This is an optimization exercise on Yosys and OpenROAD, whose aim is small area, a short achievable clock period and few clock cycles per item, not a production implementation.
Where RTL was checked, it was by simulation tests only, not by an equivalence proof against the original.
Function not checked in runs 5 and 6: the RTL went through the layout flow alone.
Power figures rest on the tool's default switching activity, not on a simulated workload.

## config.mk

```make
export PLATFORM = sky130hd
export DESIGN_NAME = lc4_top
export DESIGN_NICKNAME = lc4_top
export VERILOG_FILES = /design/flow/design.v
export SDC_FILE = /design/flow/constraint.sdc
export NUM_CORES = 4
export LEC_CHECK = 0
export CAP_MARGIN = 0
export CORE_MARGIN = 2
export CORE_UTILIZATION = 45
export CTS_CLUSTER_DIAMETER = 100
export CTS_CLUSTER_SIZE = 25
export SETUP_SLACK_MARGIN = 5
export SLEW_MARGIN = 0
```

## constraint.sdc

```tcl
create_clock -name core_clock -period 8.0 [get_ports {clk}]
set_input_delay 1.6000 -clock core_clock [delete_from_list [all_inputs] [get_ports {clk}]]
set_output_delay 1.6000 -clock core_clock [all_outputs]
set_load 0.01 [all_outputs]
```

## design.v

```verilog
package lc4_pkg;
    localparam int WORD_W    = 16;
    localparam int REG_IDX_W = 3;
    localparam int NUM_REGS  = 8;
    localparam logic [WORD_W-1:0] RESET_PC = 16'h8200;
    localparam logic [3:0] OP_ARITH = 4'd1;
    localparam logic [3:0] OP_LOGIC = 4'd5;
    localparam logic [3:0] OP_LDR   = 4'd6;
    localparam logic [3:0] OP_STR   = 4'd7;
    localparam logic [3:0] OP_CONST = 4'd9;
    localparam logic [1:0] SUB_ADD = 2'b00;
    localparam logic [1:0] SUB_SUB = 2'b10;
    localparam logic [1:0] SUB_AND = 2'b00;
    localparam logic [1:0] SUB_OR  = 2'b10;
    localparam logic [1:0] SUB_XOR = 2'b11;
    localparam logic [2:0] ALU_ADD  = 3'd0;
    localparam logic [2:0] ALU_SUB  = 3'd1;
    localparam logic [2:0] ALU_AND  = 3'd2;
    localparam logic [2:0] ALU_OR   = 3'd3;
    localparam logic [2:0] ALU_XOR  = 3'd4;
    localparam logic [2:0] ALU_PASS = 3'd5;  
    typedef logic [WORD_W-1:0]    word_t;
    typedef logic [REG_IDX_W-1:0] reg_idx_t;
    typedef struct packed {
        logic [3:0] opcode;
        reg_idx_t   rd;
        reg_idx_t   rs;
        logic       imm_flag;
        logic [1:0] sub_op;
        reg_idx_t   rt;
    } insn_reg_t;
    typedef struct packed {
        logic [3:0] opcode;
        reg_idx_t   rd_rt;  
        reg_idx_t   rs;
        logic [5:0] offset6;
    } insn_off_t;
    typedef struct packed {
        logic [3:0] opcode;
        reg_idx_t   rd;
        logic [8:0] imm9;
    } insn_cst_t;
    typedef union packed {
        insn_reg_t rv;
        insn_off_t ov;
        insn_cst_t cv;
    } insn_u;
    typedef struct packed {
        reg_idx_t   r1;
        logic       r1_re;
        reg_idx_t   r2;
        logic       r2_re;
        reg_idx_t   rd;
        logic       rf_we;
        logic       is_load;
        logic       is_store;
        logic [2:0] alu_op;
        word_t      imm;
        logic       imm_sel;
    } ctrl_t;
    typedef struct packed {
        logic  valid;
        word_t pc;
        insn_u insn;
        ctrl_t ctrl;
        word_t r1_data;
        word_t r2_data;
        word_t result;  
    } slot_t;
    typedef struct packed {
        logic     valid;
        word_t    pc;
        word_t    insn;
        logic     rf_we;
        reg_idx_t wsel;
        word_t    wdata;
        logic     dmem_we;
        word_t    dmem_addr;
        word_t    dmem_data;
    } retire_t;
    typedef struct packed {
        logic     we;
        reg_idx_t rd;
        word_t    value;
    } fwd_t;
endpackage
`timescale 1ns/1ps
module lc4_top (
    input  logic        clk,
    input  logic        rst_n,
    output logic [15:0] o_pc,
    input  logic [15:0] i_insn_a,
    input  logic [15:0] i_insn_b,
    output logic [15:0] o_dmem_addr,
    output logic        o_dmem_we,
    output logic [15:0] o_dmem_wdata,
    input  logic [15:0] i_dmem_rdata,
    output logic        o_ret_a_valid,
    output logic [15:0] o_ret_a_pc,
    output logic [15:0] o_ret_a_insn,
    output logic        o_ret_a_rf_we,
    output logic [2:0]  o_ret_a_wsel,
    output logic [15:0] o_ret_a_wdata,
    output logic        o_ret_a_dmem_we,
    output logic [15:0] o_ret_a_dmem_addr,
    output logic [15:0] o_ret_a_dmem_data,
    output logic        o_ret_b_valid,
    output logic [15:0] o_ret_b_pc,
    output logic [15:0] o_ret_b_insn,
    output logic        o_ret_b_rf_we,
    output logic [2:0]  o_ret_b_wsel,
    output logic [15:0] o_ret_b_wdata,
    output logic        o_ret_b_dmem_we,
    output logic [15:0] o_ret_b_dmem_addr,
    output logic [15:0] o_ret_b_dmem_data
);
    function automatic logic writes_reg(input logic [15:0] w);
        case (w[15:12])
            4'd1:    writes_reg = w[5] | ~w[3];             
            4'd5:    writes_reg = ~w[5] & (w[4] | ~w[3]);   
            4'd6:    writes_reg = 1'b1;                     
            4'd9:    writes_reg = 1'b1;                     
            default: writes_reg = 1'b0;
        endcase
    endfunction
    logic [15:0] regs [8];
    logic [7:0]  rvalid;
    logic        x_valid;
    logic        x_ldw;               
    logic [15:0] ir;
    logic [15:0] op_a, op_b;          
    logic        xm_a, xm_b;          
    logic        xw_a, xw_b;          
    logic        xo_a, xo_b;          
    logic        fs_ld;               
    logic        m_valid, m_we, m_ld, m_st;
    logic [15:0] m_insn, m_result, m_sdata, m_val;
    logic        w_valid, w_we, w_st;
    logic [15:0] w_pe, w_pc, w_insn, w_data, w_addr;
    localparam logic [15:0] PC0 = 16'h81ff;
    logic [15:0] pc_e, pc_q;          
    logic        primed;              
    logic [2:0]  f_rs, f_rt;
    logic        p_rs_re, p_rt_alu, p_is_str, p_is_ldr;
    logic [3:0]  n_op;
    logic        x_we, x_ld;
    logic        xa, xb;              
    logic        stall;               
    logic [15:0] ra, rb;
    assign pc_q = pc_e ^ PC0;
    assign o_pc = pc_q;
    always_ff @(posedge clk or negedge rst_n) begin
        if (!rst_n) begin
            pc_e    <= 16'h0;
            primed  <= 1'b0;
            x_valid <= 1'b0;
            x_ldw   <= 1'b0;
        end else begin
            if (!stall) pc_e <= (pc_q + 16'd1) ^ PC0;
            primed  <= 1'b1;
            x_valid <= primed & ~stall;
            x_ldw   <= primed & ~stall & p_is_ldr;
        end
    end
    assign n_op = i_insn_b[15:12];
    always_ff @(posedge clk) begin
        if (!stall) begin
            p_is_str <= (n_op == 4'd7);
            p_is_ldr <= (n_op == 4'd6);
            p_rs_re  <= (n_op == 4'd1) | (n_op == 4'd5) | (n_op == 4'd6) | (n_op == 4'd7);
            p_rt_alu <= ((n_op == 4'd1) | (n_op == 4'd5)) & ~i_insn_b[5];
        end
    end
    assign f_rs     = i_insn_a[8:6];
    assign f_rt     = p_is_str ? i_insn_a[11:9] : i_insn_a[2:0];
    assign x_we  = x_valid & writes_reg(ir);
    assign x_ld  = (ir[15:12] == 4'd6);
    assign xa    = x_we & (ir[11:9] == f_rs);
    assign xb    = x_we & (ir[11:9] == f_rt);
    assign stall = x_ldw & ((p_rs_re & (ir[11:9] == f_rs))
                            | (p_rt_alu & (ir[11:9] == i_insn_a[2:0])));
    always_comb begin
        ra = '0;
        rb = '0;
        for (int i = 0; i < 8; i++) begin
            ra = ra | ({16{rvalid[i] & p_rs_re & (f_rs == 3'(i))}} & regs[i]);
            rb = rb | ({16{rvalid[i] & (f_rt == 3'(i))}} & regs[i]);
        end
    end
    always_ff @(posedge clk) begin
        ir    <= i_insn_a;
        op_a  <= ra;
        op_b  <= rb;
        xm_a  <= xa & p_rs_re & ~x_ld;
        xm_b  <= xb & ~x_ld;
        xw_a  <= m_we & (m_insn[11:9] == f_rs) & p_rs_re & ~xa;
        xw_b  <= m_we & (m_insn[11:9] == f_rt) & ~xb;
        xo_a  <= ~(xa & p_rs_re & ~x_ld) & ~(m_we & (m_insn[11:9] == f_rs) & p_rs_re & ~xa);
        xo_b  <= ~(xb & ~x_ld) & ~(m_we & (m_insn[11:9] == f_rt) & ~xb);
        fs_ld <= xb & x_ld;
    end
    logic [3:0]  op;
    logic        is_arith, is_logic, is_ldr, is_str, is_const, is_mem, reg_form;
    logic [15:0] va, vb, imm, opb, pp, gg, cy, half, logic_res, alu;
    logic        sub;
    assign op       = ir[15:12];
    assign is_arith = (op == 4'd1);
    assign is_logic = (op == 4'd5);
    assign is_ldr   = (op == 4'd6);
    assign is_str   = (op == 4'd7);
    assign is_const = (op == 4'd9);
    assign is_mem   = is_ldr | is_str;
    assign reg_form = (is_arith | is_logic) & ~ir[5];
    assign va = ({16{xm_a}} & m_result) | ({16{xw_a}} & w_data) | ({16{xo_a}} & op_a);
    assign vb = ({16{xm_b}} & m_result) | ({16{xw_b}} & w_data) | ({16{xo_b}} & op_b);
    always_comb begin
        if (is_mem)        imm = {{10{ir[5]}}, ir[5:0]};
        else if (is_const) imm = {{7{ir[8]}}, ir[8:0]};
        else               imm = {{11{ir[4]}}, ir[4:0]};
    end
    assign sub = is_arith & ~ir[5] & ir[4];
    assign opb = reg_form ? (vb ^ {16{sub}}) : imm;
    assign pp = va ^ opb;
    assign gg = va & opb;
    always_comb begin
        logic [15:0] g, p, gn, pn;
        g = gg;
        p = pp;
        g[0] = gg[0] | (pp[0] & sub);
        for (int d = 1; d < 16; d = d * 2) begin
            gn = g;
            pn = p;
            for (int i = d; i < 16; i++) begin
                gn[i] = g[i] | (p[i] & g[i-d]);
                pn[i] = p[i] & p[i-d];
            end
            g = gn;
            p = pn;
        end
        cy = {g[14:0], sub};
    end
    always_comb begin
        case (ir[4:3])
            2'b00:   logic_res = va & vb;
            2'b10:   logic_res = va | vb;
            default: logic_res = va ^ vb;
        endcase
    end
    assign half = is_logic ? logic_res : pp;
    assign alu  = half ^ (cy & {16{~is_logic}});
    always_ff @(posedge clk or negedge rst_n) begin
        if (!rst_n) begin
            m_valid <= 1'b0;
            m_we    <= 1'b0;
            m_ld    <= 1'b0;
            m_st    <= 1'b0;
        end else begin
            m_valid <= x_valid;
            m_we    <= x_we;
            m_ld    <= x_valid & is_ldr;
            m_st    <= x_valid & is_str;
        end
    end
    always_ff @(posedge clk) begin
        m_insn   <= ir;
        m_result <= alu;
        m_sdata  <= fs_ld ? i_dmem_rdata : vb;
    end
    assign m_val        = m_ld ? i_dmem_rdata : m_result;
    assign o_dmem_addr  = m_result;
    assign o_dmem_wdata = m_sdata;
    assign o_dmem_we    = m_st;
    always_ff @(posedge clk or negedge rst_n) begin
        if (!rst_n) begin
            rvalid <= '0;
        end else if (m_we) begin
            rvalid[m_insn[11:9]] <= 1'b1;
        end
    end
    always_ff @(posedge clk) begin
        for (int i = 0; i < 8; i++) begin
            if (m_we && m_insn[11:9] == 3'(i)) regs[i] <= m_val;
        end
    end
    always_ff @(posedge clk or negedge rst_n) begin
        if (!rst_n) begin
            w_valid <= 1'b0;
            w_we    <= 1'b0;
            w_st    <= 1'b0;
            w_pe    <= 16'h0;
        end else begin
            w_valid <= m_valid;
            w_we    <= m_we;
            w_st    <= m_st;
            if (m_valid) w_pe <= (w_pc + 16'd1) ^ PC0;
        end
    end
    always_ff @(posedge clk) begin
        w_insn <= m_insn;
        w_data <= m_st ? m_sdata : m_val;
        w_addr <= m_result;
    end
    assign w_pc = w_pe ^ PC0;
    assign o_ret_a_valid     = w_valid;
    assign o_ret_a_pc        = w_pc;
    assign o_ret_a_insn      = w_insn;
    assign o_ret_a_rf_we     = w_we;
    assign o_ret_a_wsel      = w_insn[11:9];
    assign o_ret_a_wdata     = w_data;
    assign o_ret_a_dmem_we   = w_st;
    assign o_ret_a_dmem_addr = w_addr;
    assign o_ret_a_dmem_data = w_data;
    assign o_ret_b_valid     = 1'b0;
    assign o_ret_b_pc        = 16'h0;
    assign o_ret_b_insn      = 16'h0;
    assign o_ret_b_rf_we     = 1'b0;
    assign o_ret_b_wsel      = 3'h0;
    assign o_ret_b_wdata     = 16'h0;
    assign o_ret_b_dmem_we   = 1'b0;
    assign o_ret_b_dmem_addr = 16'h0;
    assign o_ret_b_dmem_data = 16'h0;
endmodule
```

## flow/run.sh

```bash
#!/bin/bash
# The standard layout (the standard.sh), except that the port buffers
# use the smallest plain buffer cell and the constant outputs share one tie
# cell.
export BUFFER_PORTS_ARGS="-buffer_cell sky130_fd_sc_hd__buf_1"
export SKIP_REPAIR_TIE_FANOUT=1
bash standard.sh > standard.log 2>&1
```

## standard.sh

```bash
#!/bin/bash
# synth_recipe.tcl (not shown) runs the flow's synth.tcl, then flattens the netlist and writes it again
# the make line also repeats each setting of config.mk as NAME=value (left out here)
make -C /OpenROAD-flow-scripts/flow DESIGN_CONFIG=/design/flow/config.mk WORK_HOME=/design/flow/orfs CLKGATE_MAP_FILE= SYNTH_SCRIPT=/design/flow/synth_recipe.tcl "${@:-finish}"
```

==> impl_metrics.toml, run 1 <==
[status]
status = "finished clean"

[sta]
worst_hold_slack_ns = 0.3324
rsz0062_at_grt = "true"
worst_slew_pin_slew_ns = 1.134
finalHoldViolCount = 0
tns_ns = 0
max_slew_margin_pct = 24.41
period_minus_slack_ns = 2.991
skew_ns = 0.02361
setup_viol = 0
drv_slew = 0
period_share_pct = 37.39
fmax_mhz = 334.3

[place]
io_buffer_count = 173
gp_congestion = 0.8613
place_hpwl_um = 26940
placed_cells = 1743

[route]
drtIter0Drc = 912
dr_total_vias = 10397
dr.pass1.iters = 6
via_per_inst = 5.773
postRouteAntennaNets = 0
wirelength_um = 40810
drc = 0
wl_per_cell_um = 22.66

[floorplan]
die_area_mm2 = 0.03482
ios = 271
die_h_um = 186.6
num_rows = 66
core_area_mm2 = 0.03270
initial_utilization_pct = 45.89
die_width_um = 186.6

[run]
drv_cap = 0

[finish]
syn2layout_area_growth_pct = 6.954
fill_cells = 2940
multi_input_area_mm2 = 0.005564
final_util_pct = 49.08
nNetsFinal = 1453
drive_above_1_share_pct = 11.77
antenna_cells = 0
stdcell_count = 1801
register_area_mm2 = 0.008265

[synth]
synthFlopType = "dfxtp_1"
synthXorXnorAreaFrac_pct = 4.261
synth_fa_ha_area_share_pct = 4.586
synth.top_cell.area_share_pct = 26.42
synth_area_per_cell_um2 = 11.47
synthSimpleGateAreaFrac_pct = 8.880
yosys_warnings = 2
synth_compound_area_share_pct = 14.27
yosysTopAreaCell = "edfxtp_1"
synth-seq-cells = 333
synth_cell_types = 66
synth.mux.area_fraction_pct = 3.869
netlist_instances = 1308
netlist_area_mm2 = 0.01501
synth_edf_count = 132
syn_nets = 1413
async_flop_share_pct = 15.02
synth_top_family_by_area = "compound AO/OA/AOI/OAI gates"
ys_seq_area_share_pct = 54.90
yosys-top-cells-area = "edfxtp_1 (26%), dfxtp_1 (20%), dfrtp_1 (8.3%), a22oi_1 (7.1%), buf_4 (5.9%)"

[clock_tree]
root_buffer = "clkbuf_16"
cts_tree = "done"
path_clk_slew_ns = 0.11
cts_buffers = 17
h-tree-depth = 1
cts.sinks = 333
clk_latency_ns = 0.53
clockBufferDepth = 3

[setup_path]
arrival_ns = 3.40
worst-setup-path-type = "reg2reg"
required_ns = 8.41
cp_max_fo = 7
r2r_cells = 11
end_kind = "flop"
timing.rr.start = "ir[13]"
start_kind = "flop"
reg2reg_to = "m_result[15]"
reg2reg_slack_ns = 5.01

[global_route]
grt_max_degree = 87
grt_usage_pct = 22.49
grt_pass1_wl_um = 60880
grt.overflow.total = 0
first_global_vias = 10050
antenna_found_initial = 0

[hold_path]
hold_start = "m_insn[12]"
hold_end = "w_insn[12]"
whs_path_depth = 0
min_path_type = "reg2reg"

[power_and_ir_drop]
p_total_uw = 3766
p_leak_uw = 0.006116
ir_drop_uv = 157.0
power_density_mw_per_mm2 = 234.7
==> state kept, by name, summed over array words and instances, names as in the netlist, 8 cells and up <==
signal	cells
ir	16
pc_e	16
w_insn	16
m_sdata	16
w_pe	16
w_addr	16
m_insn	16
op_b	16
w_data	16
m_result	16
regs	128
rvalid	8
op_a	16
==> worst max-delay path by stage <==
stage / startpoint / to / slack (ns)
5_1_grt: xo_a / m_result[13] / 4.87
4_1_cts: ir[15] / m_result[14] / 5.00
2_1_floorplan: i_insn_a[7] / pc_e[7] / 4.94
6_report: ir[13] / m_result[15] / 5.01
3_3_place_gp: ir[13] / m_result[15] / 3.93
3_5_place_dp: ir[13] / m_result[15] / 3.92
==> cells in the mapped netlist (3+ instances only) <==
| cell type | number |
|---|---|
| a211oi_1 | 20 |
| a21o_1 | 11 |
| a21oi_1 | 35 |
| a222oi_1 | 17 |
| a22oi_1 | 142 |
| a31o_2 | 4 |
| a31oi_1 | 3 |
| and2_1 | 11 |
| and3_1 | 20 |
| and4_1 | 8 |
| buf_4 | 117 |
| clkbuf_1 | 65 |
| dfrtp_1 | 50 |
| dfxtp_1 | 151 |
| edfxtp_1 | 132 |
| ha_1 | 55 |
| inv_1 | 62 |
| mux2_2 | 48 |
| mux2i_1 | 4 |
| nand2_1 | 62 |
| nand2b_1 | 8 |
| nand3_1 | 16 |
| nand4_1 | 41 |
| nor2_1 | 48 |
| nor2b_1 | 8 |
| nor3_1 | 9 |
| nor3b_1 | 5 |
| nor4_1 | 7 |
| nor4b_1 | 3 |
| o211ai_1 | 5 |
| o21a_1 | 4 |
| o21ai_0 | 27 |
| xnor2_1 | 63 |
| xor2_1 | 10 |
==> repair_timing <==
| action | in CTS | in global routing |
|---|---|---|
| pin swaps | 10 | 14 |
| hold buffers | 0 | 0 |
| gates cloned | 2 | 0 |
| gates resized for setup | 40 | 22 |
| endpoints found under the setup margin | 30 | 26 |
| setup buffers | 12 | 14 |
==> where the power goes <==
part	leakage (µW)	switching, µW	total (µW)	internal (µW)
Combinational	0.00280	447	721	274
Sequential	0.00308	144	2090	1940
Clock	0.000236	547	958	411
Total	0.00612	1140	3770	2630
==> area by class of cell <==
class | instances | share of cell area (%)
sequential | 333 | 51.50
multi-input combinational | 728 | 34.67
timing repair buffer | 204 | 5.761
tap | 442 | 3.446
clock buffer | 27 | 2.885
inverter | 63 | 1.528
clock inverter | 3 | 0.1793
timing repair inverter | 1 | 0.03118
==> cell families after synthesis <==
logic type                 count (synthesis)
xor gates and xnor gates                  73
other                                      2
adders and majority gates                 55
and+or+nand+nor                          254
DFF                                      333
AOI/OAI and AO/OA                        291
buffers and inverters                    248
muxes                                     52
==> stage by stage <==
step           area [µm²]  setup WS (ns)
6_report            16050          5.009
4_1_cts             15880          5.003
3_3_place_gp        15150          3.930
5_1_grt             16050          4.866
3_5_place_dp        15150          3.924
2_1_floorplan       15040          4.942
==> per-layer routing <==
layer | vias up | GRT usage, % | wire [µm]
li1 | 4751 | - | -
met1 | 5134 | 30.18 | 17280
met3 | 80 | 2.784 | 2837
met5 | - | 0 | 0
met4 | 0 | 6.716 | 1039
met2 | 432 | 38.18 | 19660
==> layout by cell type (no fill, tap or decap), types with 5 or more instances in the layout <==
cell type | netlist | final
clkbuf_1 | 65 | 10
nor2b_1 | 8 | 7
nand2b_1 | 8 | 7
buf_4 | 117 | 27
and4_1 | 8 | 8
dfxtp_1 | 151 | 141
a22oi_1 | 142 | 142
o21ai_1 | 0 | 7
buf_1 | 2 | 169
nand4_1 | 41 | 41
xor2_1 | 10 | 10
mux2_2 | 48 | 48
ha_2 | 0 | 5
ha_1 | 55 | 50
a21o_1 | 11 | 11
dfxtp_4 | 0 | 6
edfxtp_1 | 132 | 132
o211ai_1 | 5 | 5
a222oi_1 | 17 | 17
and2_1 | 11 | 10
inv_1 | 62 | 61
and3_2 | 0 | 5
xnor2_1 | 63 | 62
nand2_1 | 62 | 61
nor3_1 | 9 | 9
nand3_1 | 16 | 14
a211oi_1 | 20 | 20
o21ai_0 | 27 | 19
a21oi_1 | 35 | 33
clkbuf_16 | 0 | 17
nor2_1 | 48 | 47
dfrtp_1 | 50 | 50
and3_1 | 20 | 15
==> critical path: stages (launching register included) <==
cell and delay, ns:
dfxtp_4 0.37, buf_4 0.15, or4b_4 0.61, clkbuf_4 0.22, o21ai_0 0.27, ha_1 0.34, and4_1 0.20, o21ai_0 0.08
o21ai_1 0.09, a41oi_2 0.29, xnor2_1 0.17, a21oi_1 0.09
Testbench counts, summed over its fixed seeds: cycles 10,235, insns 9,600.
==> inputs of run 2 (changes only) <==
--- a/config.mk
+++ b/config.mk
@@ -7,8 +7,8 @@
 export LEC_CHECK = 0
 export CAP_MARGIN = 0
 export CORE_MARGIN = 2
-export CORE_UTILIZATION = 45
-export CTS_CLUSTER_DIAMETER = 100
+export CORE_UTILIZATION = 40
+export CTS_CLUSTER_DIAMETER = 150
 export CTS_CLUSTER_SIZE = 25
 export SETUP_SLACK_MARGIN = 5
 export SLEW_MARGIN = 0
==> impl_metrics.toml, run 2 <==
[status]
status = "finished clean"

[sta]
period_minus_slack_ns = 3.018
period_share_pct = 37.72
setup_viol = 0
max_slew_margin_pct = 18.51
finalHoldViolCount = 0
fmax_mhz = 331.4
rsz0062_at_grt = "true"
setup_ws_ns = 4.982
drv_slew = 0
tns_ns = 0
skew_ns = 0.02694
worst_slew_pin_slew_ns = 1.222

[synth]
yosysMostFrequentCell = "dfxtp_1"
netlist_area_mm2 = 0.01501
synth_compound_area_share_pct = 14.27
synth_edf_count = 132
synthSimpleGateAreaFrac_pct = 8.880
syn_nets = 1413
yosys-top-cells-area = "edfxtp_1 (26%), dfxtp_1 (20%), dfrtp_1 (8.3%), a22oi_1 (7.1%), buf_4 (5.9%)"
synthXorXnorAreaFrac_pct = 4.261
yosys_warnings = 2
synth_top_family_by_area = "compound AO/OA/AOI/OAI gates"
synth_area_per_cell_um2 = 11.47
ys_seq_area_share_pct = 54.90
async_flop_share_pct = 15.02
yosysTopAreaCell = "edfxtp_1"
netlist_instances = 1308
synth_cell_types = 66
synth-seq-cells = 333
synth.top_cell.area_share_pct = 26.42
synth.mux.area_fraction_pct = 3.869
synthFlopType = "dfxtp_1"
ys_top_cells_by_count = "dfxtp_1 (151), a22oi_1 (142), edfxtp_1 (132)"
synth_fa_ha_area_share_pct = 4.586

[place]
place_hpwl_um = 28220
gp_congestion = 0.8521
io_buffer_count = 173
dpl_worst_slack_ns = 3.953

[route]
wirelength_um = 42610
drtIter0Drc = 934
postRouteAntennaNets = 0
via_per_inst = 5.725
drc = 0
wl_per_cell_um = 23.38
dr.pass1.iters = 5
dr_total_vias = 10436

[setup_path]
required_ns = 8.44
start_kind = "primary input"
r2r_cells = 11
path_cells = "buf_1, nor2b_1, and3_1, a22oi_1, nand4_1"
slowest_stage = "and3_1"
cp_top_family = "simple AND/OR/NAND/NOR gates"
end_kind = "flop"
arrival_ns = 3.46
path_buf_inv = 1
path_depth = 5
cpPeakStageDelay_ns = 0.84
worst-setup-path-type = "in2reg"
cp_max_fo = 16

[finish]
antenna_cells = 0
syn2layout_area_growth_pct = 7.012
drive_above_1_share_pct = 12.10
largest_reg_flops = 128
final_common_cell = "buf_1"
regMostFlops = "regs"
nNetsFinal = 1451
layout_common_cells = "buf_1 (170), a22oi_1 (142), dfxtp_1 (137), edfxtp_1 (132), xnor2_1 (63)"
fill_cells = 3409

[clock_tree]
clockBufferDepth = 3
cts_buffers = 17
cts.sinks = 333
clk_latency_ns = 0.53
cts_tree = "done"
path_clk_slew_ns = 0.10
h-tree-depth = 1
root_buffer = "clkbuf_16"

[power_and_ir_drop]
switching_share_pct = 30.48
ir_drop_uv = 105.0
p_clk_share_pct = 25.4
power_switching_uw = 1150
p_comb_share_pct = 19.3
power_density_mw_per_mm2 = 235.0
p_leak_uw = 0.006081
internal-power_uw = 2623
pwr-share-seq_pct = 55.3

[hold_path]
min_path_type = "reg2reg"
whs_path_depth = 0

[floorplan]
die_width_um = 197.7
initial_utilization_pct = 40.79
die_h_um = 197.7
ios = 271
die_area_mm2 = 0.03908
num_rows = 70
core_area_mm2 = 0.03679

[global_route]
grt.overflow.total = 0
first_global_vias = 10086
grt_usage_pct = 21.13
grt_pass1_wl_um = 62420
grt_max_degree = 87
antenna_found_initial = 0

[run]
drv_cap = 0
==> run 2: cell count changes in the layout (fill, tap and decap cells not counted), sizes merged <==
cell | previous run | this run
clkbuf | 31 | 29
inv | 64 | 62
==> run 2: logic make-up after synthesis <==
group,Yosys count
buf+inv,248
mux,52
flops,333
other cells,2
compound gates,291
xor+xnor,73
fa+ha+maj,55
simple gates,254
==> run 2: per-layer routing <==
metal	part of all wire, %	wire length (µm)	track usage [%]	up-vias
met2	48	20410	35.76	521
met5	0	0	0	-
li1	-	-	-	4743
met3	8.3	3516	3.483	84
met1	41	17340	27.79	5088
met4	3.1	1339	6.349	0
==> run 2: layout make-up <==
class / count / area (µm²) / share of cell area, %
clock buffers: 27 / 462.9 / 2.883
clock inverters: 1 / 20.02 / 0.1247
inverters: 63 / 245.2 / 1.527
multi-input cells: 728 / 5552 / 34.57
flip-flops and latches: 333 / 8275 / 51.54
well taps: 468 / 585.6 / 3.647
repair buffers: 202 / 912.1 / 5.680
repair inverters: 1 / 5.005 / 0.03117
==> run 2: path summary, 6_finish.rpt <==
path,from,end,slack [ns]
max,i_insn_a[6],op_a[8],4.98
min,m_insn[15],w_insn[15],0.33
max reg2reg,ir[15],m_result[14],5.03
min reg2reg,m_insn[15],w_insn[15],0.33
max in group asynchronous,rst_n,m_st,6.37
min in group asynchronous,rst_n,rvalid[6],1.18
==> run 2: through the flow <==
step                      cells  utilization (%)  cell area [µm²]  hold slack (ns)  total power [µW]
final                      1823            43.65            16060           0.3323              3774
after global routing       1823            43.65            16060           0.3350              3949
after CTS                  1810            43.10            15860           0.3338              3783
after detailed placement   1770            41.29            15190           0.3121              2826
after global placement     1770            41.29            15190           0.3097              2809
after floorplan            1308                -            15040           0.3096              2592
==> run 2: power groups by stage <==
stage | sequential, µW | clock (µW) | combinational [µW]
final | 2090 | 958 | 728
after global routing | 2110 | 1040 | 803
after CTS | 2090 | 981 | 714
after detailed placement | 2130 | 0 | 700
after global placement | 2120 | 0 | 687
after floorplan | 2100 | 0 | 497
==> run 2: what timing repair did <==
| action | 4_1_cts | 5_1_grt |
|---|---|---|
| pin swaps | 13 | 10 |
| cloned | 2 | 0 |
| buffers inserted | 10 | 13 |
| endpoints found under the setup margin | 32 | 26 |
| hold buffers | 0 | 0 |
| gates resized for setup | 40 | 33 |
==> inputs of run 3 (changes only) <==
--- a/config.mk
+++ b/config.mk
@@ -8,7 +8,8 @@
 export CAP_MARGIN = 0
 export CORE_MARGIN = 2
 export CORE_UTILIZATION = 40
-export CTS_CLUSTER_DIAMETER = 150
+export CTS_BUF_LIST = sky130_fd_sc_hd__clkbuf_8 sky130_fd_sc_hd__clkbuf_16
+export CTS_CLUSTER_DIAMETER = 100
 export CTS_CLUSTER_SIZE = 25
 export SETUP_SLACK_MARGIN = 5
 export SLEW_MARGIN = 0
==> impl_metrics.toml, run 3 <==
[setup_path]
end_kind = "flop"
worst-setup-path-type = "reg2reg"
r2r_cells = 11
timing.rr.start = "ir[15]"
arrival_ns = 3.40
reg2reg_to = "m_result[14]"
cp_max_fo = 13
start_kind = "flop"
reg2reg_slack_ns = 4.97
required_ns = 8.38

[sta]
setup_ws_ns = 4.975
period_minus_slack_ns = 3.025
setup_viol = 0
finalHoldViolCount = 0
skew_ns = 0.04684
max_slew_margin_pct = 20.19
rsz0062_at_grt = "true"
drv_slew = 0
tns_ns = 0
fmax_mhz = 330.5
period_share_pct = 37.82
worst_slew_pin_slew_ns = 1.197
worst_hold_slack_ns = 0.3315

[power_and_ir_drop]
p_leak_uw = 0.006112
ir_drop_uv = 110.2
power_density_mw_per_mm2 = 235.7

[global_route]
grt_pass1_wl_um = 62380
grt_max_degree = 87
antenna_found_initial = 0
grt_usage_pct = 21.08
grt.overflow.total = 0
first_global_vias = 10114

[clock_tree]
root_buffer = "clkbuf_16"
cts_tree = "done"
path_clk_slew_ns = 0.09
cts_hold_buf = 0
cts.sinks = 333
clk_latency_ns = 0.55
clockBufferDepth = 3
cts_buffers = 17
h-tree-depth = 1

[finish]
fill_cells = 3414
stdcell_count = 1821
regMostFlops = "regs"
nNetsFinal = 1447
largest_reg_flops = 128
layout_common_cells = "buf_1 (170), a22oi_1 (142), dfxtp_1 (137), edfxtp_1 (132), inv_1 (71)"
antenna_cells = 0
syn2layout_area_growth_pct = 6.729
drive_above_1_share_pct = 11.97
final_common_cell = "buf_1"
final_util_pct = 43.54

[route]
dr.pass1.iters = 5
dr_total_vias = 10457
drtIter0Drc = 1011
postRouteAntennaNets = 0
drc = 0
via_per_inst = 5.742
wirelength_um = 42490
wl_per_cell_um = 23.33

[synth]
synth_cell_types = 66
yosys-top-cells-area = "edfxtp_1 (26%), dfxtp_1 (20%), dfrtp_1 (8.3%), a22oi_1 (7.1%), buf_4 (5.9%)"
synth.top_cell.area_share_pct = 26.42
ys_seq_area_share_pct = 54.90
netlist_area_mm2 = 0.01501
netlist_instances = 1308
synthFlopType = "dfxtp_1"
yosysMostFrequentCell = "dfxtp_1"
synth_edf_count = 132
yosysTopAreaCell = "edfxtp_1"
syn_nets = 1413
async_flop_share_pct = 15.02
yosys_warnings = 2
synth_area_per_cell_um2 = 11.47
synth-seq-cells = 333
ys_top_cells_by_count = "dfxtp_1 (151), a22oi_1 (142), edfxtp_1 (132)"

[floorplan]
die_h_um = 197.7
core_area_mm2 = 0.03679
initial_utilization_pct = 40.79
die_area_mm2 = 0.03908
die_width_um = 197.7
num_rows = 70
ios = 271

[hold_path]
hold_end = "w_insn[14]"
hold_start = "m_insn[14]"
whs_path_depth = 0
min_path_type = "reg2reg"

[run]
drv_cap = 0

[place]
placed_cells = 1770
place_hpwl_um = 28220
io_buffer_count = 173
dpl_worst_slack_ns = 3.953
gp_congestion = 0.8521

[status]
status = "finished clean"
run 3: cell counts after synthesis:
No cell type changed its count.
run 3: how the worst max path moves through the flow:
stage,startpoint,cells past startpoint,end
detailed placement,ir[4],11,m_result[15]
finish,ir[15],11,m_result[14]
CTS,ir[15],11,m_result[13]
global placement,ir[12],11,m_result[15]
global route,ir[15],11,m_result[14]
floorplan,i_insn_a[7],8,pc_e[7]
run 3: critical path, cell delays in order, from the launching register on:
cell and delay (ns):
dfxtp_4 0.37, or4b_4 0.55, buf_8 0.17, o211ai_1 0.20
o21ai_1 0.13, ha_2 0.39, and4_4 0.23, and3_1 0.17
nand4_1 0.21, a31oi_2 0.25, o211a_1 0.15, nor3_1 0.04
run 3: timing repair:
item | CTS | global route
buffers inserted | 15 | 4
gates cloned | 2 | 0
gates resized for setup | 45 | 23
setup endpoints to repair | 32 | 29
pin swaps | 12 | 8
run 3: per-stage QoR:
stage,area [µm²],power [µW]
after global placement,15190,2809
after detailed placement,15190,2826
after CTS,15930,3794
final,16020,3774
after global routing,16020,3954
after floorplan,15040,2592
run 3: kinds of logic (layout without fill, tap and decap cells):
| family | Yosys count | in the layout | synth area share [%] |
|---|---|---|---|
| buffers and inverters | 248 | 292 | 9.180 |
| adder cells (fa/ha/maj) | 55 | 55 | 4.586 |
| multiplexers | 52 | 52 | 3.869 |
| AND/OR/NAND/NOR | 254 | 255 | 8.880 |
| other | 2 | 2 | 0.05005 |
| flip-flops | 333 | 333 | 54.90 |
| XOR/XNOR | 73 | 73 | 4.261 |
| AO/OA/AOI/OAI | 291 | 291 | 14.28 |
run 3: cell type report:
| class | instances | area [µm²] | area share (%) |
|---|---|---|---|
| timing repair inverter | 1 | 5.005 | 0.03125 |
| clock inverter | 13 | 80.08 | 0.5000 |
| timing repair buffer | 198 | 852.1 | 5.320 |
| clock buffer | 17 | 425.4 | 2.656 |
| multi-input combinational | 728 | 5549 | 34.65 |
| sequential | 333 | 8273 | 51.66 |
| tap | 468 | 585.6 | 3.656 |
| inverter | 63 | 245.2 | 1.531 |
run 3: routing by layer:
layer | part of all wire, % | vias up | track usage, %
li1 | - | 4738 | -
met1 | 42 | 5166 | 27.32
met2 | 48 | 477 | 35.86
met3 | 7.5 | 76 | 3.466
met4 | 2.4 | 0 | 6.990
met5 | 0 | - | 0
run 3: power breakdown:
group          total, µW  leakage, µW  switching, µW  internal, µW
registers           2090      0.00308            146          1940
logic                724      0.00274            454           270
clock network        961     0.000287            547           415
==> inputs of run 4 (changes only) <==
==> flow/run.sh (replaced) <==
#!/bin/bash
# The standard layout (the standard.sh), except that the port buffers
# use the smallest plain buffer cell, the constant outputs share one tie
# cell, and timing repair aims for a setup slack margin of 5.1 ns (the
# design is still constrained and measured at the design's clock period).
export BUFFER_PORTS_ARGS="-buffer_cell sky130_fd_sc_hd__buf_1"
export SKIP_REPAIR_TIE_FANOUT=1
export SETUP_SLACK_MARGIN=5.1
bash standard.sh > standard.log 2>&1
--- a/config.mk
+++ b/config.mk
@@ -8,8 +8,6 @@
 export CAP_MARGIN = 0
 export CORE_MARGIN = 2
 export CORE_UTILIZATION = 40
-export CTS_BUF_LIST = sky130_fd_sc_hd__clkbuf_8 sky130_fd_sc_hd__clkbuf_16
 export CTS_CLUSTER_DIAMETER = 100
 export CTS_CLUSTER_SIZE = 25
-export SETUP_SLACK_MARGIN = 5
 export SLEW_MARGIN = 0
==> impl_metrics.toml, run 4 <==
[power_and_ir_drop]
internal-power_uw = 2640
power_switching_uw = 1163
p_leak_uw = 0.006191
p_total_uw = 3803
p_comb_share_pct = 20.0
switching_share_pct = 30.58
p_clk_share_pct = 25.2
pwr-share-seq_pct = 54.9
power_density_mw_per_mm2 = 234.0
ir_drop_uv = 112.5

[floorplan]
num_rows = 70
die_h_um = 197.7
core_area_mm2 = 0.03679
ios = 271
die_width_um = 197.7
initial_utilization_pct = 40.79
die_area_mm2 = 0.03908

[global_route]
grt_max_degree = 87
grt_pass1_wl_um = 63100
first_global_vias = 10436
antenna_found_initial = 1
grt_usage_pct = 21.36
grt.overflow.total = 0

[setup_path]
startpoint = "ir[15]"
cp_max_fo = 8
cpPeakStageDelay_ns = 0.57
worst-setup-path-type = "reg2reg"
end_kind = "flop"
timing.rr.start = "ir[15]"
required_ns = 8.41
start_kind = "flop"
path_cells = "or4b_4, buf_6, o211ai_1, o21ai_1, ha_1, buf_6, a21o_1, a21oi_2, o21ai_1, a41oi_2, xnor2_1, a21oi_1"
arrival_ns = 3.42
cp_top_family = "compound AO/OA/AOI/OAI gates"
slowest_stage = "or4b_4"
path_buf_inv = 2

[sta]
fmax_mhz = 331.8
worst_slew_pin_slew_ns = 1.189
max_slew_margin_pct = 20.73
tns_ns = 0
period_share_pct = 37.67
finalHoldViolCount = 0
skew_ns = 0.02559
period_minus_slack_ns = 3.014
drv_slew = 0
setup_viol = 0
rsz0062_at_grt = "true"

[clock_tree]
clk_latency_ns = 0.53
cts_buffers = 17
cts.sinks = 333
cts_tree = "done"
path_clk_slew_ns = 0.10
root_buffer = "clkbuf_16"
h-tree-depth = 1
clockBufferDepth = 3

[synth]
yosysMostFrequentCell = "dfxtp_1"
async_flop_share_pct = 15.02
synth_top_family_by_area = "compound AO/OA/AOI/OAI gates"
synth_area_per_cell_um2 = 11.47
yosys-top-cells-area = "edfxtp_1 (26%), dfxtp_1 (20%), dfrtp_1 (8.3%), a22oi_1 (7.1%), buf_4 (5.9%)"
synthFlopType = "dfxtp_1"
yosysTopAreaCell = "edfxtp_1"
ys_seq_area_share_pct = 54.90
synth_edf_count = 132
synth-seq-cells = 333
yosys_warnings = 2
synthXorXnorAreaFrac_pct = 4.261
synth_cell_types = 66
netlist_instances = 1308
synth_fa_ha_area_share_pct = 4.586
syn_nets = 1413
synthSimpleGateAreaFrac_pct = 8.880
synth_compound_area_share_pct = 14.27
ys_top_cells_by_count = "dfxtp_1 (151), a22oi_1 (142), edfxtp_1 (132)"
synth.top_cell.area_share_pct = 26.42
netlist_area_mm2 = 0.01501
synth.mux.area_fraction_pct = 3.869

[finish]
nNetsFinal = 1465
design_area_mm2 = 0.01625
layout_common_cells = "buf_1 (167), a22oi_1 (142), dfxtp_1 (135), edfxtp_1 (132), xnor2_1 (62)"
multi_input_area_mm2 = 0.005629
fill_cells = 3429
syn2layout_area_growth_pct = 8.321
largest_reg_flops = 128
stdcell_count = 1840
final_common_cell = "buf_1"
final_util_pct = 44.19
regMostFlops = "regs"
drive_above_1_share_pct = 14.15
register_area_mm2 = 0.008279

[route]
dr.pass1.iters = 8
wirelength_um = 42680
drc = 0
dr_total_vias = 10528
wl_per_cell_um = 23.20
postRouteAntennaNets = 0
via_per_inst = 5.722
drtIter0Drc = 993

[place]
place_hpwl_um = 27760
gp_congestion = 0.8526
placed_area_mm2 = 0.01526
io_buffer_count = 173
placed_cells = 1770

[hold_path]
hold_start = "m_insn[14]"
min_path_type = "reg2reg"

[status]
status = "finished clean"

[run]
drv_cap = 0
[run 4: cell counts after synthesis]
No cell type changed its count.
[run 4: cells by family (layout without fill, tap and decap cells)]
logic type,count (synthesis),in the layout
fa+ha+maj,55,55
mux,52,52
other cells,2,3
simple gates,254,255
xor+xnor,73,73
compound gates,291,291
buf+inv,248,310
flops,333,333
[run 4: final timing paths]
check / to / slack [ns] / cells after the start
min in group asynchronous: pc_e[8] / 1.16 / 2
hold reg to reg: w_insn[14] / 0.33 / 0
max in group asynchronous: w_pe[2] / 6.36 / 2
setup / recovery: m_result[15] / 4.99 / 12
hold / removal: w_insn[14] / 0.33 / 0
setup reg to reg: m_result[15] / 4.99 / 12
[run 4: repair_timing]
item,4_1_cts,5_1_grt
buffers inserted,28,9
pin swaps,17,17
gates resized for setup,60,23
hold buffers,0,0
endpoints found under the hold margin,0,0
endpoints found under the setup margin,50,41
gates cloned,2,0
[run 4: per-layer routing]
layer | vias to the layer above | global-route usage [%] | share of wire (%)
met5 | - | 0 | 0
met4 | 0 | 7.964 | 2.9
met3 | 89 | 3.329 | 8.3
met2 | 500 | 35.32 | 47
met1 | 5155 | 28.34 | 42
li1 | 4784 | - | -
[run 4: through the flow]
stage          hold slack [ns]  setup slack (ns)
3_3_place_gp            0.3111             4.072
2_1_floorplan           0.3096             5.052
3_5_place_dp            0.3121             4.026
4_1_cts                 0.3318             5.031
5_1_grt                 0.3379             4.855
6_report                0.3335             4.986
[run 4: final cells by class]
type / count / share of cell area (%)
sequential: 333 / 50.94
multi-input combinational: 728 / 34.63
timing repair buffer: 216 / 6.250
tap: 468 / 3.603
clock buffer: 27 / 2.848
inverter: 63 / 1.509
clock inverter: 3 / 0.1770
timing repair inverter: 1 / 0.03079
antenna: 1 / 0.01540
[run 4: power by group through the flow]
stage | sequential, µW | clock, µW | combinational [µW]
2_1_floorplan | 2100 | 0 | 513
3_3_place_gp | 2130 | 0 | 698
3_5_place_dp | 2130 | 0 | 708
4_1_cts | 2080 | 975 | 747
5_1_grt | 2100 | 1040 | 837
6_report | 2090 | 957 | 760
==> inputs of run 5 (changes only) <==
--- a/design.v
+++ b/design.v
@@ -136,9 +136,8 @@
     logic        m_valid, m_we, m_ld, m_st;
     logic [15:0] m_insn, m_result, m_sdata, m_val;
     logic        w_valid, w_we, w_st;
-    logic [15:0] w_pe, w_pc, w_insn, w_data, w_addr;
-    localparam logic [15:0] PC0 = 16'h81ff;
-    logic [15:0] pc_e, pc_q;          
+    logic [15:0] w_pc, w_insn, w_data, w_addr;
+    logic [15:0] pc_q;
     logic        primed;              
     logic [2:0]  f_rs, f_rt;
     logic        p_rs_re, p_rt_alu, p_is_str, p_is_ldr;
@@ -147,16 +146,15 @@
     logic        xa, xb;              
     logic        stall;               
     logic [15:0] ra, rb;
-    assign pc_q = pc_e ^ PC0;
     assign o_pc = pc_q;
     always_ff @(posedge clk or negedge rst_n) begin
         if (!rst_n) begin
-            pc_e    <= 16'h0;
+            pc_q    <= 16'h81ff;
             primed  <= 1'b0;
             x_valid <= 1'b0;
             x_ldw   <= 1'b0;
         end else begin
-            if (!stall) pc_e <= (pc_q + 16'd1) ^ PC0;
+            if (!stall) pc_q <= pc_q + 16'd1;
             primed  <= 1'b1;
             x_valid <= primed & ~stall;
             x_ldw   <= primed & ~stall & p_is_ldr;
@@ -287,12 +285,12 @@
             w_valid <= 1'b0;
             w_we    <= 1'b0;
             w_st    <= 1'b0;
-            w_pe    <= 16'h0;
+            w_pc    <= 16'h81ff;
         end else begin
             w_valid <= m_valid;
             w_we    <= m_we;
             w_st    <= m_st;
-            if (m_valid) w_pe <= (w_pc + 16'd1) ^ PC0;
+            if (m_valid) w_pc <= w_pc + 16'd1;
         end
     end
     always_ff @(posedge clk) begin
@@ -300,7 +298,6 @@
         w_data <= m_st ? m_sdata : m_val;
         w_addr <= m_result;
     end
-    assign w_pc = w_pe ^ PC0;
     assign o_ret_a_valid     = w_valid;
     assign o_ret_a_pc        = w_pc;
     assign o_ret_a_insn      = w_insn;
==> flow/run.sh (replaced) <==
#!/bin/bash
# The standard layout (the standard.sh), except that the port buffers
# use the smallest plain buffer cell and the constant outputs share one tie
# cell.
export BUFFER_PORTS_ARGS="-buffer_cell sky130_fd_sc_hd__buf_1"
export SKIP_REPAIR_TIE_FANOUT=1
bash standard.sh > standard.log 2>&1
--- a/config.mk
+++ b/config.mk
@@ -10,4 +10,5 @@
 export CORE_UTILIZATION = 40
 export CTS_CLUSTER_DIAMETER = 100
 export CTS_CLUSTER_SIZE = 25
+export SETUP_SLACK_MARGIN = 5
 export SLEW_MARGIN = 0
==> impl_metrics.toml, run 5 <==
[power_and_ir_drop]
ir_drop_uv = 123.2
pwr-share-seq_pct = 54.9
p_comb_share_pct = 18.1
p_leak_uw = 0.006348
power_switching_uw = 1152
switching_share_pct = 29.99
internal-power_uw = 2690
p_clk_share_pct = 27.0
power_density_mw_per_mm2 = 228.3

[sta]
worst_slew_pin_slew_ns = 1.178
finalHoldViolCount = 0
period_minus_slack_ns = 3.048
period_share_pct = 38.10
tns_ns = 0
rsz0062_at_grt = "true"
setup_viol = 0
fmax_mhz = 328.1
drv_slew = 0
setup_ws_ns = 4.952
max_slew_margin_pct = 21.48
skew_ns = 0.01922

[floorplan]
num_rows = 71
die_h_um = 198.2
die_area_mm2 = 0.03930
initial_utilization_pct = 40.35
die_width_um = 198.2
ios = 271
core_area_mm2 = 0.03740

[place]
placed_cells = 1835
gp_congestion = 0.8630
place_hpwl_um = 28570
dpl_worst_slack_ns = 3.700
io_buffer_count = 173
placed_area_mm2 = 0.01546

[clock_tree]
cts_tree = "done"
h-tree-depth = 1
clockBufferDepth = 3
path_clk_slew_ns = 0.10
root_buffer = "clkbuf_16"
clk_latency_ns = 0.53
cts_hold_buf = 0
cts.sinks = 333
cts_buffers = 18

[setup_path]
cp_max_fo = 8
end_kind = "flop"
worst-setup-path-type = "reg2reg"
start_kind = "flop"
arrival_ns = 3.51
required_ns = 8.46

[route]
drtIter0Drc = 1467
postRouteAntennaNets = 0
via_per_inst = 5.672
dr_total_vias = 10845
wl_per_cell_um = 23.45
wirelength_um = 44830
drc = 0
dr.pass1.iters = 6

[global_route]
grt_usage_pct = 21.98
grt_max_degree = 87
first_global_vias = 10453
grt.overflow.total = 0
antenna_found_initial = 0
grt_pass1_wl_um = 64310

[finish]
syn2layout_area_growth_pct = 11.51
largest_reg_flops = 128
final_common_cell = "buf_1"
nNetsFinal = 1494
layout_common_cells = "buf_1 (169), dfxtp_1 (144), a22oi_1 (135), edfxtp_1 (132), nand2_1 (74)"
fill_cells = 3409
multi_input_area_mm2 = 0.005988
antenna_cells = 0
drive_above_1_share_pct = 17.27
design_area_mm2 = 0.01683
register_area_mm2 = 0.008287
regMostFlops = "regs"
stdcell_count = 1912

[synth]
synth.top_cell.area_share_pct = 26.27
synthFlopType = "dfxtp_1"
netlist_instances = 1314
ys_top_cells_by_count = "dfxtp_1 (151), a22oi_1 (135), edfxtp_1 (132)"
yosysMostFrequentCell = "dfxtp_1"
yosys-top-cells-area = "edfxtp_1 (26%), dfxtp_1 (20%), a22oi_1 (6.7%), buf_4 (5.2%), dfrtp_1 (5.0%)"
synth-seq-cells = 333
synth_cell_types = 69
syn_nets = 1419
netlist_area_mm2 = 0.01509
synth_area_per_cell_um2 = 11.48
yosys_warnings = 2
async_flop_share_pct = 15.02
ys_seq_area_share_pct = 54.75
synth_edf_count = 132
yosysTopAreaCell = "edfxtp_1"

[run]
drv_cap = 0

[hold_path]
min_path_type = "reg2reg"

[status]
status = "finished clean"
-- run 5: final cells by class --
class | count | area share [%]
Clock buffer | 28 | 3.026
Inverter | 52 | 1.160
Sequential cell | 333 | 49.25
Multi-Input combinational cell | 753 | 35.59
Tap cell | 511 | 3.800
Clock inverter | 4 | 0.3420
Timing Repair Buffer | 231 | 6.841
-- run 5: metal layers --
metal	vias up	global-route usage (%)	wire length (µm)
met1	5341	28.11	18150
li1	4874	-	-
met4	0	9.134	1681
met5	-	0	0
met3	123	3.781	3525
met2	507	36.80	21470
-- run 5: logic make-up (layout without fill, tap and decap cells) --
kind of cell / count (synthesis) / in the layout / share of synthesized area, %
multiplexers: 63 / 64 / 4.651
adder cells (fa/ha/maj): 55 / 55 / 4.560
flip-flops: 333 / 333 / 54.75
AO/OA/AOI/OAI: 288 / 288 / 14.10
AND/OR/NAND/NOR: 271 / 272 / 9.327
buffers and inverters: 230 / 315 / 8.382
XOR/XNOR: 72 / 72 / 4.179
other: 2 / 2 / 0.04977
-- run 5: path summary, 6_finish.rpt --
kind / start / end / slack, ns / cells after the start
worst max-delay path: ir[15] / m_result[15] / 4.95 / 10
min in group asynchronous: rst_n / rvalid[2] / 1.16 / 2
worst min-delay path: m_insn[0] / w_insn[0] / 0.33 / 0
worst max register to register: ir[15] / m_result[15] / 4.95 / 10
max in group asynchronous: rst_n / w_pc[14] / 6.37 / 2
worst min register to register: m_insn[0] / w_insn[0] / 0.33 / 0
-- run 5: power groups by stage --
stage | clock network (µW) | logic (µW) | registers [µW]
floorplan | 0 | 422 | 2130
global placement | 0 | 607 | 2140
detailed placement | 0 | 618 | 2140
CTS | 1060 | 639 | 2110
global route | 1130 | 763 | 2130
finish | 1040 | 696 | 2110
-- run 5: through the flow --
step | hold WS, ns | utilization, % | power (µW)
2_1_floorplan | 0.3096 | - | 2550
5_1_grt | 0.3302 | 44.99 | 4015
6_report | 0.3274 | 44.99 | 3842
4_1_cts | 0.3223 | 43.62 | 3802
3_3_place_gp | 0.3098 | 41.33 | 2748
3_5_place_dp | 0.3121 | 41.33 | 2762
-- run 5: worst max-delay path, cell delays in order (launching register included) --
cell      delay (ns)
dfxtp_4         0.40
or4bb_4         0.57
o21ai_2         0.16
or2_4           0.24
o21ai_4         0.09
ha_4            0.29
a21o_1          0.19
o211ai_1        0.26
o311ai_4        0.17
or4_1           0.50
o211ai_1        0.10
-- run 5: what timing repair did --
action | in CTS | in global routing
pin swaps | 14 | 42
setup buffers | 13 | 29
gates cloned | 2 | 1
endpoints found under the setup margin | 28 | 29
resized for setup | 48 | 68
==> inputs of run 6 (changes only) <==
--- a/design.v
+++ b/design.v
@@ -136,35 +136,34 @@
     logic        m_valid, m_we, m_ld, m_st;
     logic [15:0] m_insn, m_result, m_sdata, m_val;
     logic        w_valid, w_we, w_st;
-    logic [15:0] w_pc, w_insn, w_data, w_addr;
-    logic [15:0] pc_q;
-    logic        primed;              
+    logic [15:0] w_pe, w_pc, w_insn, w_data, w_addr;
+    localparam logic [15:0] PC0 = 16'h8200;
+    localparam logic [15:0] WPC0 = 16'h81ff;
+    logic [15:0] pc_e, pc_q;          
     logic [2:0]  f_rs, f_rt;
-    logic        p_rs_re, p_rt_alu, p_is_str, p_is_ldr;
+    logic        p_rs_re, p_rt_alu, p_is_str;
     logic [3:0]  n_op;
     logic        x_we, x_ld;
     logic        xa, xb;              
     logic        stall;               
     logic [15:0] ra, rb;
+    assign pc_q = pc_e ^ PC0;
     assign o_pc = pc_q;
     always_ff @(posedge clk or negedge rst_n) begin
         if (!rst_n) begin
-            pc_q    <= 16'h81ff;
-            primed  <= 1'b0;
+            pc_e    <= 16'h0;
             x_valid <= 1'b0;
             x_ldw   <= 1'b0;
         end else begin
-            if (!stall) pc_q <= pc_q + 16'd1;
-            primed  <= 1'b1;
-            x_valid <= primed & ~stall;
-            x_ldw   <= primed & ~stall & p_is_ldr;
+            if (!stall) pc_e <= (pc_q + 16'd1) ^ PC0;
+            x_valid <= ~stall;
+            x_ldw   <= ~stall & (i_insn_a[15:12] == 4'd6);
         end
     end
     assign n_op = i_insn_b[15:12];
     always_ff @(posedge clk) begin
         if (!stall) begin
             p_is_str <= (n_op == 4'd7);
-            p_is_ldr <= (n_op == 4'd6);
             p_rs_re  <= (n_op == 4'd1) | (n_op == 4'd5) | (n_op == 4'd6) | (n_op == 4'd7);
             p_rt_alu <= ((n_op == 4'd1) | (n_op == 4'd5)) & ~i_insn_b[5];
         end
@@ -285,12 +284,12 @@
             w_valid <= 1'b0;
             w_we    <= 1'b0;
             w_st    <= 1'b0;
-            w_pc    <= 16'h81ff;
+            w_pe    <= 16'h0;
         end else begin
             w_valid <= m_valid;
             w_we    <= m_we;
             w_st    <= m_st;
-            if (m_valid) w_pc <= w_pc + 16'd1;
+            if (m_valid) w_pe <= (w_pc + 16'd1) ^ WPC0;
         end
     end
     always_ff @(posedge clk) begin
@@ -298,6 +297,7 @@
         w_data <= m_st ? m_sdata : m_val;
         w_addr <= m_result;
     end
+    assign w_pc = w_pe ^ WPC0;
     assign o_ret_a_valid     = w_valid;
     assign o_ret_a_pc        = w_pc;
     assign o_ret_a_insn      = w_insn;
==> impl_metrics.toml, run 6 <==
[sta]
period_share_pct = 37.83
rsz0062_at_grt = "true"
setup_viol = 0
period_minus_slack_ns = 3.027
finalHoldViolCount = 0
tns_ns = 0
skew_ns = 0.02172
fmax_mhz = 330.4
worst_slew_pin_slew_ns = 1.219
drv_slew = 0
max_slew_margin_pct = 18.42

[floorplan]
core_area_mm2 = 0.03749
die_h_um = 198.7
num_rows = 71
die_area_mm2 = 0.03947
die_width_um = 198.7
ios = 271
initial_utilization_pct = 40.44

[synth]
yosys_warnings = 2
yosys-top-cells-area = "edfxtp_1 (26%), dfxtp_1 (20%), dfrtp_1 (8.1%), a22oi_1 (6.9%), buf_4 (6.2%)"
yosysTopAreaCell = "edfxtp_1"
ys_seq_area_share_pct = 53.98
synth.top_cell.area_share_pct = 25.95
yosysMostFrequentCell = "dfxtp_1"
synth_cell_types = 72
synthFlopType = "dfxtp_1"
netlist_instances = 1327
async_flop_share_pct = 14.80
synth_edf_count = 131
syn_nets = 1432
synth-seq-cells = 331
netlist_area_mm2 = 0.01516
synth_area_per_cell_um2 = 11.42
ys_top_cells_by_count = "dfxtp_1 (151), a22oi_1 (140), edfxtp_1 (131)"

[clock_tree]
cts_buffers = 18
root_buffer = "clkbuf_16"
path_clk_slew_ns = 0.10
cts_tree = "done"
clockBufferDepth = 3
cts.sinks = 331
cts_hold_buf = 0
h-tree-depth = 1
clk_latency_ns = 0.54

[setup_path]
cpPeakStageDelay_ns = 0.58
start_kind = "flop"
crit_path_end = "m_result[14]"
required_ns = 8.41
arrival_ns = 3.44
startpoint = "ir[15]"
cp_max_fo = 6
reg2reg_slack_ns = 4.97
end_kind = "flop"
path_cells = "buf_6, or4b_4, o21ai_2, or2_4, o21ai_1, ha_2, a21o_1, a31oi_2, o22ai_2, or4_1, mux2i_1, nor2_1"
worst-setup-path-type = "reg2reg"
r2r_cells = 12
slowest_stage = "or4b_4"
reg2reg_to = "m_result[14]"
timing.rr.start = "ir[15]"

[global_route]
antenna_found_initial = 0
met1_usage_pct = 28.46
grt_pass1_wl_um = 65030
use_met2_pct = 36.66
grt.busiest_layer = "met2"
grt_max_degree = 87
grt_usage_pct = 22.04
first_global_vias = 10454
grtUsageMet3_pct = 4.323
grt.overflow.total = 0

[route]
drtIter0Drc = 1308
dr.pass1.iters = 7
drc = 0
wl_per_cell_um = 23.40
wirelength_um = 44980
postRouteAntennaNets = 0
dr_total_vias = 10903
via_per_inst = 5.673

[finish]
final_util_pct = 44.91
drive_above_1_share_pct = 17.01
antenna_cells = 0
largest_reg_flops = 128
layout_common_cells = "buf_1 (170), a22oi_1 (140), dfxtp_1 (137), edfxtp_1 (131), nand2_1 (71)"
final_common_cell = "buf_1"
syn2layout_area_growth_pct = 11.05
regMostFlops = "regs"
nNetsFinal = 1504
fill_cells = 3419

[hold_path]
min_path_type = "reg2reg"
hold_start = "m_insn[4]"

[place]
gp_congestion = 0.8594
io_buffer_count = 173
place_hpwl_um = 28750

[status]
status = "finished clean"

[power_and_ir_drop]
ir_drop_uv = 136.9
p_leak_uw = 0.006409
power_density_mw_per_mm2 = 237.8

[run]
drv_cap = 0
[run 6: what timing repair did]
action	4_1_cts	5_1_grt
buffers inserted	21	44
gates resized for setup	55	71
cloned	2	0
pin swaps	20	40
endpoints found under the setup margin	37	37
[run 6: area by class of cell]
type	instances	area, µm²	area share [%]
Sequential cell	331	8223	48.84
Clock inverter	4	53.80	0.3196
Inverter	64	240.2	1.427
Clock buffer	28	509.2	3.025
Tap cell	511	639.4	3.798
Timing Repair Buffer	245	1261	7.492
Multi-Input combinational cell	739	5908	35.09
[run 6: per-layer routing]
layer | vias up | part of all wire [%]
met2 | 549 | 48
met1 | 5370 | 40
met5 | - | 0
met4 | 0 | 3.5
li1 | 4876 | -
met3 | 108 | 8.2
[run 6: per-stage QoR]
step | std cells | hold slack, ns | cell area (µm²) | setup slack (ns) | power, µW
floorplan | 1327 | 0.3096 | 15160 | 5.019 | 2666
global placement | 1823 | 0.3097 | 15290 | 4.277 | 2891
detailed placement | 1823 | 0.3121 | 15290 | 4.203 | 2908
CTS | 1878 | 0.3364 | 16230 | 4.961 | 3957
global route | 1922 | 0.3414 | 16830 | 4.851 | 4181
finish | 1922 | 0.3359 | 16830 | 4.973 | 4003
[run 6: cells by family after synthesis]
family / count (synthesis) / synth area share [%]
XOR/XNOR: 73 / 4.218
multiplexers: 61 / 4.432
buffers and inverters: 258 / 9.541
other: 1 / 0.02474
adder cells (fa/ha/maj): 55 / 4.539
flip-flops: 331 / 53.98
AND/OR/NAND/NOR: 268 / 9.954
AO/OA/AOI/OAI: 280 / 13.31
[run 6: worst min-delay path by stage]
stage | depth (start not counted) | end | slack [ns]
after floorplan | 0 | w_insn[0] | 0.31
after global placement | 0 | w_insn[4] | 0.31
after detailed placement | 0 | w_insn[7] | 0.31
after CTS | 0 | w_insn[14] | 0.34
after global routing | 0 | w_insn[7] | 0.34
final | 0 | w_insn[4] | 0.34
[run 6: power breakdown]
part           switching [µW]  total, µW  leakage [µW]  internal [µW]
combinational             506        838       0.00309            332
sequential                174       2130       0.00305           1950
clock                     577       1040      0.000270            460
total                    1260       4000       0.00641           2750
[run 6: worst max-delay path, delay by kind of cell, from the launching register on]
family / cells / cell delay, ns
mux: 1 / 0.15
flops: 1 / 0.38
fa+ha+maj: 1 / 0.33
compound gates: 5 / 0.68
simple gates: 4 / 1.25
buf+inv: 1 / 0.12

==> re-timing with driven ports <==
How much do the figures lean on ideal ports? The routed layouts below were timed once more, with nothing changed but the port constraints. Step 1 (the two cells are an assumption about what drives the block):
set clk [get_ports {clk}]
set_driving_cell -lib_cell sky130_fd_sc_hd__clkbuf_16 $clk
set_driving_cell -lib_cell sky130_fd_sc_hd__buf_2 [delete_from_list [all_inputs] $clk]
Step 2 times the ports against the registers' clock, not the clock port: input delays grow and output delays shrink by t, the midpoint of the rising clock arrivals with the driver on. Slacks: ideal / step 1 / step 2; pairs: ideal / step 1.
| run | shift t [ns] | slack for setup (ns) | worst setup path at the end | slew at the worst register clock pin (ns) |
|---|---|---|---|---|
| run 1 | 0.575 | 5.009 / 5.009 / 4.475 | input to register | 0.11 / 0.11 |
| run 2 | 0.568 | 4.982 / 5.004 / 4.436 | input to register | 0.11 / 0.11 |
| run 3 | 0.580 | 4.975 / 4.975 / 4.454 | input to register | 0.11 / 0.11 |
| run 4 | 0.575 | 4.986 / 4.986 / 4.678 | input to register | 0.10 / 0.10 |
| run 5 | 0.575 | 4.952 / 4.952 / 4.413 | input to register | 0.10 / 0.10 |
| run 6 | 0.578 | 4.973 / 4.973 / 4.488 | input to register | 0.11 / 0.11 |
After both steps setup and hold are still met in every run listed. The setup slack of run 2, which loses most, moves by +0.022 ns with the drivers and by -0.546 ns with both steps.
